From an optimization exercise on the open Yosys and OpenROAD flow, aimed at small area; shortcuts taken in it are not production practice.
Only simulation tests tie the RTL to the original design; equivalence was not proved.
Power figures rest on the tool's default switching activity, not on a simulated workload.

== run A ==
==> flow/design.v <==
package conv_cotm_pkg;
    localparam logic [1:0] ST_IDLE  = 2'd0;
    localparam logic [1:0] ST_EVAL  = 2'd1;
    localparam logic [1:0] ST_DRAIN = 2'd2;
    localparam logic [1:0] ST_DONE  = 2'd3;
    function automatic int y_off();
        y_off = 0;
    endfunction
    function automatic int x_off(input int py_w);
        x_off = py_w;
    endfunction
    function automatic int p_off(input int py_w, input int px_w);
        p_off = py_w + px_w;
    endfunction
    function automatic logic cfg_bad(input logic [2:0] p, input int patch_max);
        cfg_bad = !p[0] || (p < 3'd3) || ({29'd0, p} > 32'(patch_max));
    endfunction
endpackage
module conv_clause_match #(
    parameter int W = 107
) (
    input  logic [W-1:0] inc_n,
    input  logic [W-1:0] neg,
    input  logic [W-1:0] lit,
    output logic         match
);
    localparam int NI  = W / 2;
    localparam int NN  = W / 3;
    localparam int RI  = W % 2;
    localparam int RN  = W % 3;
    localparam int NIF = NI + RI;
    localparam int NNP = NN + (RN > 0 ? 1 : 0);
    logic [NIF-1:0] inc_fail;   
    logic [NNP-1:0] neg_pass;   
    for (genvar k = 0; k < NI; k++) begin : g_inc
        cm_oai22 u (
            .a (lit[2*k]),   .b (inc_n[2*k]),
            .c (lit[2*k+1]), .d (inc_n[2*k+1]),
            .y (inc_fail[k])
        );
    end
    if (RI != 0) begin : g_inc_r
        cm_nor2 u (.a(lit[W-1]), .b(inc_n[W-1]), .y(inc_fail[NI]));
    end
    for (genvar k = 0; k < NN; k++) begin : g_neg
        cm_aoi222 u (
            .a (lit[3*k]),   .b (neg[3*k]),
            .c (lit[3*k+1]), .d (neg[3*k+1]),
            .e (lit[3*k+2]), .f (neg[3*k+2]),
            .y (neg_pass[k])
        );
    end
    if (RN == 1) begin : g_neg_r1
        cm_nand2 u (.a(lit[W-1]), .b(neg[W-1]), .y(neg_pass[NN]));
    end else if (RN == 2) begin : g_neg_r2
        cm_aoi22 u (
            .a (lit[W-2]), .b (neg[W-2]),
            .c (lit[W-1]), .d (neg[W-1]),
            .y (neg_pass[NN])
        );
    end
    assign match = (&neg_pass) & ~(|inc_fail);
endmodule
module cm_oai22 (
    input  logic a, b, c, d,
    output logic y
);
    assign y = ~((a | b) & (c | d));
endmodule
module cm_aoi222 (
    input  logic a, b, c, d, e, f,
    output logic y
);
    assign y = ~((a & b) | (c & d) | (e & f));
endmodule
module cm_aoi22 (
    input  logic a, b, c, d,
    output logic y
);
    assign y = ~((a & b) | (c & d));
endmodule
module cm_nor2 (
    input  logic a, b,
    output logic y
);
    assign y = ~(a | b);
endmodule
module cm_nand2 (
    input  logic a, b,
    output logic y
);
    assign y = ~(a & b);
endmodule
module cm_hold (
    input  logic d, lm, nl, q,
    output logic y
);
    assign y = (lm & d) | (nl & q);
endmodule
module cm_hold_inv (
    input  logic d, lm, ld, q,
    output logic y
);
    assign y = (~d | ~lm) & (ld | q);
endmodule
module conv_clause_engine #(
    parameter int NUM_PE    = 8,
    parameter int IMG_W     = 32,
    parameter int IMG_H     = 32,
    parameter int PATCH_MAX = 7,
    parameter int CNT_W     = 10,
    localparam int PX_W     = IMG_W - 3,
    localparam int PY_W     = IMG_H - 3,
    localparam int PP_W     = PATCH_MAX * PATCH_MAX,
    localparam int HALF_W   = PY_W + PX_W + PP_W,
    localparam int CLAUSE_W = 2 * HALF_W
) (
    input  logic                     clk,
    input  logic                     rst_n,
    input  logic [2:0]               patch_size,
    output logic                     cfg_err,
    input  logic                     clause_valid,
    output logic                     clause_ready,
    input  logic [CLAUSE_W-1:0]      clause_data,
    input  logic                     win_valid,
    input  logic                     win_last,
    input  logic [NUM_PE-1:0]        pe_en,
    input  logic [PX_W-1:0]          win_x,
    input  logic [NUM_PE*PY_W-1:0]   win_y,
    input  logic [NUM_PE*PP_W-1:0]   win_patch,
    input  logic                     img_abort,
    input  logic                     prev_op,
    output logic                     fwd_valid,
    output logic                     fwd_last,
    output logic [NUM_PE-1:0]        fwd_pe_en,
    output logic [PX_W-1:0]          fwd_x,
    output logic [NUM_PE*PY_W-1:0]   fwd_y,
    output logic [NUM_PE*PP_W-1:0]   fwd_patch,
    output logic                     out_valid,
    input  logic                     out_ready,
    output logic                     clause_op,
    output logic [CNT_W-1:0]         match_cnt
);
    localparam int X_OFF = conv_cotm_pkg::x_off(PY_W);
    localparam int P_OFF = conv_cotm_pkg::p_off(PY_W, PX_W);
    logic                    ev, d1, d2, dn, idle, load;
    logic [HALF_W-1:0]       inc_n_q, neg_q;
    logic                    x_ok;
    logic                    s1_valid, s1_eval, s1_last;
    logic [NUM_PE-1:0]       s1_pe_en;
    logic [PX_W-1:0]         s1_x;
    logic [NUM_PE*PY_W-1:0]  s1_y;
    logic [NUM_PE*PP_W-1:0]  s1_patch;
    logic [NUM_PE-1:0]       match, match_q;
    logic [3:0]              pop;
    logic [CNT_W:0]          sum;
    logic [CNT_W-1:0]        cnt_nxt;
    assign cfg_err      = conv_cotm_pkg::cfg_bad(patch_size, PATCH_MAX);
    assign idle         = ~(ev | d1 | d2 | dn);
    assign clause_ready = idle & ~cfg_err;
    assign load         = clause_valid & clause_ready;
    assign out_valid    = dn;
    always_ff @(posedge clk or negedge rst_n) begin
        if (!rst_n) begin
            s1_valid  <= 1'b0;
            s1_eval   <= 1'b0;
            fwd_valid <= 1'b0;
        end else begin
            s1_valid  <= win_valid & ~img_abort;
            s1_eval   <= win_valid & ~img_abort & ev;
            fwd_valid <= s1_valid & ~img_abort;
        end
    end
    always_ff @(posedge clk) begin
        s1_last   <= win_last;
        s1_pe_en  <= pe_en;
        s1_x      <= win_x;
        s1_y      <= win_y;
        s1_patch  <= win_patch;
        fwd_last  <= s1_last;
        fwd_pe_en <= s1_pe_en;
        fwd_x     <= s1_x;
        fwd_y     <= s1_y;
        fwd_patch <= s1_patch;
    end
    logic [4:0]        lm_grp;
    logic [HALF_W-1:0] lm;
    logic [HALF_W-1:0] inc_n_d, neg_d;
    logic              nload;
    assign nload  = ~load;
    assign lm_grp = {load & patch_size[2] & patch_size[1],
                     load & patch_size[2],
                     load & ~patch_size[2],
                     load & ~(patch_size[2] & patch_size[1]),
                     load};
    for (genvar b = 0; b < HALF_W; b++) begin : g_clause
        if (b < P_OFF) begin : g_pos
            localparam int K = (b < X_OFF) ? b : b - X_OFF;
            localparam int G = (K < 25) ? 0 : (K < 27) ? 1 : 2;
            assign lm[b] = lm_grp[G];
        end else begin : g_pix
            localparam int R  = (b - P_OFF) / PATCH_MAX;
            localparam int C  = (b - P_OFF) % PATCH_MAX;
            localparam int RC = (R > C) ? R : C;
            localparam int G  = (RC < 3) ? 0 : (RC < 5) ? 3 : 4;
            assign lm[b] = lm_grp[G];
        end
        cm_hold_inv u_inc (
            .d (clause_data[b]), .lm (lm[b]), .ld (load), .q (inc_n_q[b]), .y (inc_n_d[b])
        );
        cm_hold u_neg (
            .d (clause_data[HALF_W + b]), .lm (lm[b]), .nl (nload), .q (neg_q[b]), .y (neg_d[b])
        );
    end
    always_ff @(posedge clk) begin
        inc_n_q <= inc_n_d;
        neg_q   <= neg_d;
    end
    conv_clause_match #(.W(PX_W)) u_match_x (
        .inc_n (inc_n_q[X_OFF +: PX_W]),
        .neg   (neg_q[X_OFF +: PX_W]),
        .lit   (s1_x),
        .match (x_ok)
    );
    for (genvar i = 0; i < NUM_PE; i++) begin : g_pe
        logic m_yp;
        conv_clause_match #(.W(PY_W + PP_W)) u_match (
            .inc_n ({inc_n_q[P_OFF +: PP_W], inc_n_q[0 +: PY_W]}),
            .neg   ({neg_q[P_OFF +: PP_W], neg_q[0 +: PY_W]}),
            .lit   ({s1_patch[i*PP_W +: PP_W], s1_y[i*PY_W +: PY_W]}),
            .match (m_yp)
        );
        assign match[i] = m_yp & x_ok;
    end
    always_ff @(posedge clk) begin
        match_q <= match & s1_pe_en & {NUM_PE{s1_eval}};
    end
    always_comb begin
        pop = '0;
        for (int i = 0; i < NUM_PE; i++) begin
            pop = pop + {3'b0, match_q[i]};
        end
        sum     = {1'b0, match_cnt} + {{(CNT_W-3){1'b0}}, pop};
        cnt_nxt = sum[CNT_W] ? {CNT_W{1'b1}} : sum[CNT_W-1:0];
    end
    always_ff @(posedge clk) begin
        if (load) begin
            clause_op <= 1'b0;
            match_cnt <= '0;
        end else if (ev | d1 | d2) begin
            clause_op <= clause_op | prev_op | (|match_q);
            match_cnt <= cnt_nxt;
        end
    end
    always_ff @(posedge clk or negedge rst_n) begin
        if (!rst_n) begin
            ev <= 1'b0;
            d1 <= 1'b0;
            d2 <= 1'b0;
            dn <= 1'b0;
        end else begin
            ev <= load | (~img_abort & ev & ~(win_valid & win_last));
            d1 <= ~img_abort & ev & win_valid & win_last;
            d2 <= ~img_abort & d1;
            dn <= ~img_abort & (d2 | (dn & ~out_ready));
        end
    end
endmodule
==> flow/config.mk <==
export PLATFORM = sky130hd
export DESIGN_NAME = conv_clause_engine
export DESIGN_NICKNAME = conv_clause_engine
export VERILOG_FILES = /design/flow/design.v
export SDC_FILE = /design/flow/constraint.sdc
export NUM_CORES = 4
export LEC_CHECK = 0
export CAP_MARGIN = 20
export CORE_AREA = 2 2 378 378
export DIE_AREA = 0 0 380 380
export GPL_TIMING_DRIVEN = 0
export SLEW_MARGIN = 20
export SYNTH_HIERARCHICAL = 1
export SYNTH_MINIMUM_KEEP_SIZE = 0
==> flow/constraint.sdc <==
create_clock -name core_clock -period 5.0 [get_ports {clk}]
set_input_delay 1.0000 -clock core_clock [delete_from_list [all_inputs] [get_ports {clk}]]
set_output_delay 1.0000 -clock core_clock [all_outputs]
set_load 0.01 [all_outputs]
standard.sh (not shown) runs the stock make flow with config.mk's settings and CLKGATE_MAP_FILE= SYNTH_SCRIPT=/design/flow/synth_recipe.tcl, a recipe that flattens the netlist after the stock synthesis.
==> flow/flow/run.sh <==
#!/bin/bash
# Standard ORFS layout with these changes to how it is made:
#  - after the standard synthesis, logic gates are set to their smallest drive
#    strength (flow/downsize.tcl); repair steps later size up where needed,
#  - port buffers are the smallest buffer (buf_1) instead of the default pick,
#  - I/O pins may sit on adjacent routing tracks so the die can be smaller,
#  - CTS uses its own buffer list and sink clusters and no dummy loads.
set -euo pipefail
export BUFFER_PORTS_ARGS="-buffer_cell sky130_fd_sc_hd__buf_1"
export PLACE_PINS_ARGS="-min_distance 1 -min_distance_in_tracks"
export CTS_ARGS="-sink_clustering_enable -repair_clock_nets -dont_use_dummy_load -buf_list {sky130_fd_sc_hd__clkbuf_8} -sink_clustering_size 16 -sink_clustering_max_diameter 80"
bash standard.sh synth > standard_synth.log 2>&1
SYNTH_ODB=$(ls "$PWD"/orfs/results/*/conv_clause_engine/base/1_synth.odb)
export SYNTH_ODB
openroad -no_init -exit flow/downsize.tcl > downsize.log 2>&1
bash standard.sh > standard_flow.log 2>&1
==> flow/flow/downsize.tcl <==
# Set every combinational logic gate of the synthesized netlist to its smallest
# drive strength (_1, or _0 where that is the smallest); later repair steps size up
# whatever timing, slew or load needs. Registers, buffers and inverters are kept.
read_db $::env(SYNTH_ODB)
set db [ord::get_db]
set block [ord::get_db_block]
set n_swapped 0
set gain 0.0
foreach inst [$block getInsts] {
  set m [$inst getMaster]
  set name [$m getName]
  if {![regexp {^sky130_fd_sc_hd__([a-z0-9]+)_([0-9]+)$} $name -> fam size]} { continue }
  if {![regexp {^(a[0-9]|o[0-9]|nand|nor|and|or|xor|xnor|mux|maj)} $fam]} { continue }
  foreach s {0 1} {
    if {$s >= $size} { break }
    set new [$db findMaster "sky130_fd_sc_hd__${fam}_$s"]
    if {$new ne "NULL"} {
      set gain [expr {$gain + ([$m getWidth] - [$new getWidth]) * [$m getHeight] / 1e6}]
      $inst swapMaster $new
      incr n_swapped
      break
    }
  }
}
puts "downsized $n_swapped gates, area saved $gain um2"
write_db $::env(SYNTH_ODB)
### run A -> run B
Settings: CORE_AREA now 2 2 358 358, was 2 2 378 378; DIE_AREA now 0 0 360 360, was 0 0 380 380.
-- flow/flow/run.sh --
<<< run A, line 11
export CTS_ARGS="-sink_clustering_enable -repair_clock_nets -dont_use_dummy_load -buf_list {sky130_fd_sc_hd__clkbuf_8} -sink_clustering_size 16 -sink_clustering_max_diameter 80"
>>> run B, line 11
export CTS_ARGS="-sink_clustering_enable -repair_clock_nets -dont_use_dummy_load -buf_list {sky130_fd_sc_hd__clkbuf_8} -sink_clustering_size 17 -sink_clustering_max_diameter 70"
Post-placement worst setup slack: run B < run A
Run B vs run A: number of placement rows down
Initial standard-cell utilization of the core, run B and run A: smaller value in run A
Against run A as the reference, run B delivers a lower number of clock buffers inserted by TritonCTS.
What ended run B was a tool error in 5_1_grt; the run never finished.
Instance count of the mapped netlist: run A vs run B identical
For die boundary width, dividing the value from run B by the value from run A gives 0.947.
Final estimated routing congestion in global placement delta (run B -> run A): insignificant
In run B the count of hold-fix buffers inserted at cts turned out 1 lower than in run A.
Where final HPWL from detailed placement is concerned, run A is outperformed by run B.
What run C does differently from run B at the input level:
Settings: DIE_AREA changed from 0 0 360 360 to 0 0 380 380; CORE_AREA changed from 2 2 358 358 to 2 2 378 378.
Results
Run C vs. run B: total clock buffers created by CTS went up by 2.7%. Re HPWL after detailed placement: run B was lower than run C. Overall die height for run C is higher than for run B. Between run B and run C, total of hold buffers inserted after clock tree synthesis is lower for run B, run C comes in above that. Run C ended with every stage complete and zero timing, DRC or antenna violations. Floorplan row count sits higher in run C than in run B. Looking at run B and run C, the global placement routability congestion is a wash.
Relative to run C, the following input files were edited for run D:
-- flow/flow/run.sh --
<<< run C, line 6
>>> run D, line 6
#  - after global placement each input buffer is moved next to its pin
#    (flow/inbufs.tcl), which keeps the undriven pin nets short,
<<< run C, line 11
export CTS_ARGS="-sink_clustering_enable -repair_clock_nets -dont_use_dummy_load -buf_list {sky130_fd_sc_hd__clkbuf_8} -sink_clustering_size 17 -sink_clustering_max_diameter 70"
>>> run D, line 13
export CTS_ARGS="-sink_clustering_enable -repair_clock_nets -dont_use_dummy_load -buf_list {sky130_fd_sc_hd__clkbuf_8 sky130_fd_sc_hd__clkbuf_16} -sink_clustering_size 16 -sink_clustering_max_diameter 80"
<<< run C, line 13
SYNTH_ODB=$(ls "$PWD"/orfs/results/*/conv_clause_engine/base/1_synth.odb)
export SYNTH_ODB
>>> run D, line 15
RES=$(ls -d "$PWD"/orfs/results/*/conv_clause_engine/base)
export SYNTH_ODB=$RES/1_synth.odb
<<< run C, line 16
>>> run D, line 18
bash standard.sh "$RES/3_3_place_gp.odb" > standard_place.log 2>&1
export PLACE_ODB=$RES/3_3_place_gp.odb
openroad -no_init -exit flow/inbufs.tcl > inbufs.log 2>&1
==> flow/flow/inbufs.tcl (new file) <==
# Put each input port's buffer right next to its pin (detailed placement then
# legalizes it). The net from an input pin to its buffer has no driver diffusion,
# so a long one needs antenna diodes; a short one does not.
read_db $::env(PLACE_ODB)
set block [ord::get_db_block]
set core [$block getCoreArea]
set cx0 [expr {[$core xMin] + 1000}]
set cy0 [expr {[$core yMin] + 1000}]
set cx1 [expr {[$core xMax] - 3000}]
set cy1 [expr {[$core yMax] - 4000}]
set moved 0
foreach bt [$block getBTerms] {
  if {[$bt getIoType] ne "INPUT"} { continue }
  set net [$bt getNet]
  if {$net eq "NULL"} { continue }
  set its [$net getITerms]
  if {[llength $its] != 1} { continue }
  set inst [[lindex $its 0] getInst]
  if {![string match "*buf_*" [[$inst getMaster] getName]]} { continue }
  if {[string match "*clkbuf*" [[$inst getMaster] getName]]} { continue }
  set bb [$bt getBBox]
  set x [expr {([$bb xMin] + [$bb xMax]) / 2}]
  set y [expr {([$bb yMin] + [$bb yMax]) / 2}]
  set x [expr {max($cx0, min($cx1, $x))}]
  set y [expr {max($cy0, min($cy1, $y))}]
  $inst setLocation $x $y
  incr moved
}
puts "moved $moved input buffers next to their pins"
write_db $::env(PLACE_ODB)
==> results.txt <==
| clock transition at the register clock pins on the worst setup and hold paths after CTS | higher: run C |. Run D went all the way through the flow, and no timing, DRC or antenna check failed. Higher worst hold slack among run D and run C: run D. Between run D and run C, it is run D whose signed area change from the synthesized netlist to the final layout is higher, by 2.5 points.
#### Input delta (run E over run D)
-- flow/flow/run.sh --
<<< run D, line 13
export CTS_ARGS="-sink_clustering_enable -repair_clock_nets -dont_use_dummy_load -buf_list {sky130_fd_sc_hd__clkbuf_8 sky130_fd_sc_hd__clkbuf_16} -sink_clustering_size 16 -sink_clustering_max_diameter 80"
>>> run E, line 13
export CTS_ARGS="-sink_clustering_enable -repair_clock_nets -dont_use_dummy_load -buf_list {sky130_fd_sc_hd__clkbuf_8} -sink_clustering_size 16 -sink_clustering_max_diameter 80"
Findings:
Against run D, run E comes in 1.2 points higher on combinational share of power.
Via count is higher on run D
As far as core area goes, run D and run E are indistinguishable; the numbers are identical.
Compared with run D, in run E number of filler instances in the final layout went up 151, part of the total power dissipated in the clock network went down 6.5 points.
> inputs changed (run E -> run F)
-- flow/flow/run.sh --
<<< run E, line 13
export CTS_ARGS="-sink_clustering_enable -repair_clock_nets -dont_use_dummy_load -buf_list {sky130_fd_sc_hd__clkbuf_8} -sink_clustering_size 16 -sink_clustering_max_diameter 80"
>>> run F, line 13
export CTS_ARGS="-sink_clustering_enable -repair_clock_nets -dont_use_dummy_load -buf_list {sky130_fd_sc_hd__clkbuf_16} -sink_clustering_size 28 -sink_clustering_max_diameter 100"
Results
Delta (run F minus run E): met1 routing resource usage after global routing moved up, first-iteration DRC count shows an increase of about 7%. Diff run E -> run F | average via count per standard cell | up slightly. The number of detailed-route iterations in the first pass in run F was lower than what run E gave. Run F vs run E: share of power burned in combinational logic down in run F. Setup slack of the critical path after layout delta for run F relative to run E: 0.024 ns lower. Comparing run E with run F, the number of non-clock inverters came out essentially unchanged. Per the comparison of run F with run E, diode insertion count for antenna repair went down by 7, post-layout minimum cycle time went up by 0.024 ns, internal power component went up by 3.3%.

==> what the ideal ports hide <==
The flow's constraints put no driver on any port. The routed layouts listed below were extracted and timed again, unchanged, in two steps. Step 1 (the two cells are an assumption about what drives the block):
set clk [get_ports {clk}]
set_driving_cell -lib_cell sky130_fd_sc_hd__clkbuf_16 $clk
set_driving_cell -lib_cell sky130_fd_sc_hd__buf_2 [delete_from_list [all_inputs] $clk]
Step 2 times the ports against the registers' clock, not the clock port: input delays grow and output delays shrink by t, the midpoint of the rising clock arrivals with the driver on. a / b / c = ideal / step 1 / step 2; a / b = the first two.
run | t, ns | setup WS [ns] | worst hold slack (ns) | worst register clock-pin slew, ns
run A | 0.945 | 0.992 / 0.992 / 0.551 | 0.124 / 0.089 / 0.307 | 0.11 / 0.11
run C | 0.936 | 1.102 / 1.102 / 0.588 | 0.137 / 0.102 / 0.282 | 0.11 / 0.11
run D | 0.813 | 1.116 / 1.116 / 0.517 | 0.234 / 0.188 / 0.328 | 0.08 / 0.08
run E | 0.933 | 1.099 / 1.099 / 0.560 | 0.123 / 0.076 / 0.312 | 0.11 / 0.11
run F | 0.767 | 1.075 / 1.075 / 0.553 | 0.258 / 0.211 / 0.316 | 0.12 / 0.12
After both steps setup and hold are still met in every run listed. The setup slack of run D, which loses most, moves by 0.000 ns with the drivers and by -0.599 ns with both steps.
